What follows belongs to an exercise in optimizing a design on an open flow for small area, a short achievable clock period and few clock cycles per item; a production flow would make more cautious choices. Where RTL was checked, it was by simulation tests only, not by an equivalence proof against the original. No activity file was given, so power comes from the tool's default toggle rates.

== job 104 ==
==> flow/design.v <==
package bst_pkg;
    localparam int TOKEN_WIDTH   = 8;
    localparam int PAYLOAD_WIDTH = 32;
    localparam int NODE_COUNT    = 16;
endpackage
`timescale 1ns/1ps
module bst_engine_top (
    input  logic              aclk,
    input  logic              aresetn,
    input  logic              req_valid,
    output logic              req_ready,
    input  logic [47:0]       req,
    output logic              cpl_valid,
    input  logic              cpl_ready,
    output logic [32:0]       cpl
);
    localparam int N  = bst_pkg::NODE_COUNT;
    localparam int TW = bst_pkg::TOKEN_WIDTH;
    localparam int PW = bst_pkg::PAYLOAD_WIDTH;
    logic [TW-1:0] tok [N];
    logic [PW-1:0] pay [N];
    logic [4:0]    wptr;     
    logic [4:0]    icnt;     
    logic          sk_v;
    logic [TW-1:0] sk_tok;
    logic          m_v;
    logic [N-1:0]  m_q;
    logic          c_v;
    logic [PW:0]   c_q;
    logic          fire, ins_fire, srch_fire, full, any;
    logic [TW-1:0] ctok;
    logic [N-1:0]  match;
    logic          m_adv, m_free, m_load;
    logic [PW-1:0] sel_pay;
    assign req_ready = !sk_v;
    assign cpl_valid = c_v;
    assign cpl       = c_q;
    assign fire      = req_valid && !sk_v;
    assign ins_fire  = fire && (req[47:40] == 8'd1);
    assign srch_fire = fire && (req[47:40] == 8'd2);
    assign full      = icnt[4];
    assign ctok = sk_v ? sk_tok : req[39:32];
    always_comb begin
        for (int i = 0; i < N; i++)
            match[i] = (wptr > 5'(i)) && (tok[i] == ctok);
    end
    assign any = |match;
    always_ff @(posedge aclk) begin
        for (int i = 0; i < N; i++) begin
            if (wptr == 5'(i)) begin
                tok[i] <= req[39:32];
                pay[i] <= req[31:0];
            end
        end
    end
    always_ff @(posedge aclk or negedge aresetn) begin
        if (!aresetn) begin
            wptr <= '0;
            icnt <= '0;
        end else if (ins_fire && !full) begin
            icnt <= icnt + 5'd1;
            if (!any) wptr <= wptr + 5'd1;
        end
    end
    assign m_adv  = m_v && (!c_v || cpl_ready);
    assign m_free = !m_v || m_adv;
    assign m_load = m_free && (sk_v || srch_fire);
    always_ff @(posedge aclk or negedge aresetn) begin
        if (!aresetn) begin
            sk_v <= 1'b0;
            m_v  <= 1'b0;
            c_v  <= 1'b0;
        end else begin
            sk_v <= sk_v ? !m_free : (srch_fire && !m_free);
            m_v  <= m_load || (m_v && !m_adv);
            c_v  <= m_adv || (c_v && !cpl_ready);
        end
    end
    always_ff @(posedge aclk) begin
        if (!sk_v) sk_tok <= req[39:32];
        if (m_load) m_q <= match;
    end
    always_comb begin
        sel_pay = '0;
        for (int i = 0; i < N; i++)
            sel_pay = sel_pay | (pay[i] & {PW{m_q[i]}});
    end
    always_ff @(posedge aclk) begin
        if (m_adv) c_q <= {sel_pay, ~|m_q};
    end
endmodule
==> flow/config.mk <==
export PLATFORM = sky130hd
export DESIGN_NAME = bst_engine_top
export DESIGN_NICKNAME = bst_engine_top
export VERILOG_FILES = /design/flow/design.v
export SDC_FILE = /design/flow/constraint.sdc
export NUM_CORES = 4
export LEC_CHECK = 0
export CAP_MARGIN = 20
export CORE_MARGIN = 2
export CORE_UTILIZATION = 40
export SLEW_MARGIN = 20
==> flow/constraint.sdc <==
create_clock -name core_clock -period 4.0 [get_ports {aclk}]
set_input_delay 0.8000 -clock core_clock [delete_from_list [all_inputs] [get_ports {aclk}]]
set_output_delay 0.8000 -clock core_clock [all_outputs]
set_load 0.01 [all_outputs]
run.sh (not shown) runs the stock make flow with config.mk's settings and CLKGATE_MAP_FILE= SYNTH_SCRIPT=/design/flow/synth_recipe.tcl, a recipe that flattens the netlist after the stock synthesis.
No stage failed in job 104, and the final checks on the layout all came back clean.
Testbench counts of job 104, summed over its fixed seeds: cycles 12,672, items 12,288.
What job 102 does differently from job 104 at the input level:
==> flow/design.v, changed modules only <==
module bst_engine_top (
    input  logic              aclk,
    input  logic              aresetn,
    input  logic              req_valid,
    output logic              req_ready,
    input  logic [47:0]       req,
    output logic              cpl_valid,
    input  logic              cpl_ready,
    output logic [32:0]       cpl
);
    localparam int N  = bst_pkg::NODE_COUNT;
    localparam int TW = bst_pkg::TOKEN_WIDTH;
    localparam int PW = bst_pkg::PAYLOAD_WIDTH;
    logic [TW-1:0] tok [N];
    logic [PW-1:0] pay [N];
    logic [4:0]    wptr;     
    logic [4:0]    icnt;     
    logic          sk_v;
    logic [TW-1:0] sk_tok;
    logic          c_v;
    logic [PW:0]   c_q;
    logic          fire, ins_fire, srch_fire, full, any;
    logic [TW-1:0] ctok;
    logic [N-1:0]  match;
    logic          c_free, c_load;
    logic [PW-1:0] sel_pay;
    assign req_ready = !sk_v;
    assign cpl_valid = c_v;
    assign cpl       = c_q;
    assign fire      = req_valid && !sk_v;
    assign ins_fire  = fire && (req[47:40] == 8'd1);
    assign srch_fire = fire && (req[47:40] == 8'd2);
    assign full      = icnt[4];
    assign ctok = sk_v ? sk_tok : req[39:32];
    always_comb begin
        for (int i = 0; i < N; i++)
            match[i] = (wptr > 5'(i)) && (tok[i] == ctok);
    end
    assign any = |match;
    always_ff @(posedge aclk) begin
        for (int i = 0; i < N; i++) begin
            if (wptr == 5'(i)) begin
                tok[i] <= req[39:32];
                pay[i] <= req[31:0];
            end
        end
    end
    always_ff @(posedge aclk or negedge aresetn) begin
        if (!aresetn) begin
            wptr <= '0;
            icnt <= '0;
        end else if (ins_fire && !full) begin
            icnt <= icnt + 5'd1;
            if (!any) wptr <= wptr + 5'd1;
        end
    end
    assign c_free = !c_v || cpl_ready;
    assign c_load = c_free && (sk_v || srch_fire);
    always_comb begin
        sel_pay = '0;
        for (int i = 0; i < N; i++)
            sel_pay = sel_pay | (pay[i] & {PW{match[i]}});
    end
    always_ff @(posedge aclk or negedge aresetn) begin
        if (!aresetn) begin
            sk_v <= 1'b0;
            c_v  <= 1'b0;
        end else begin
            sk_v <= sk_v ? !c_free : (srch_fire && !c_free);
            c_v  <= c_load || (c_v && !cpl_ready);
        end
    end
    always_ff @(posedge aclk) begin
        if (!sk_v) sk_tok <= req[39:32];
        if (c_load) c_q <= {sel_pay, !any};
    end
endmodule
## What came out
As of job 102, clock group total power had fallen by a few percent compared to job 104. NOTE: final worst-path cycle share in job 102 exceeds that of job 104. Diff job 104 -> job 102: share of cell area taken by muxes after synthesis essentially unchanged; number of enable flip-flop cells after synthesis saw a decrease. Job 102 vs. job 104: actual transition at the worst max-transition pin -0.17 ns, sequential cell count -17, routed wirelength normalized by instance count +about 1.7%. Diff job 104 -> job 102: switching power as a share of total power did not really move, count of plain and timing-repair buffers went down, combinational power went up.
The RTL of job 102 was laid out without a check of its function.

[afterwards: timing with drivers on the ports]
In the flow no input, the clock included, has a driving cell. The finished layouts below were timed again as built, in two steps. Step 1 sets driving cells, clkbuf_16 on the clock port and buf_2 on the other inputs (assumed; they add their load-dependent delay and slew). Step 2 times the ports against the registers' clock, not the clock port: input delays grow and output delays shrink by t, the midpoint of the rising clock arrivals with the driver on. Slacks: ideal / step 1 / step 2; pairs: ideal / step 1.
run	shift t [ns]	setup slack, ns	pins driven straight from the clock port
job 104	0.662	0.928 / 0.928 / 0.344	1
job 102	0.663	0.723 / 0.723 / 0.355	1
After both steps setup and hold are still met in every run listed. For job 104, which loses most, drivers alone change the setup slack by 0.000 ns; drivers and shift together by -0.584 ns.
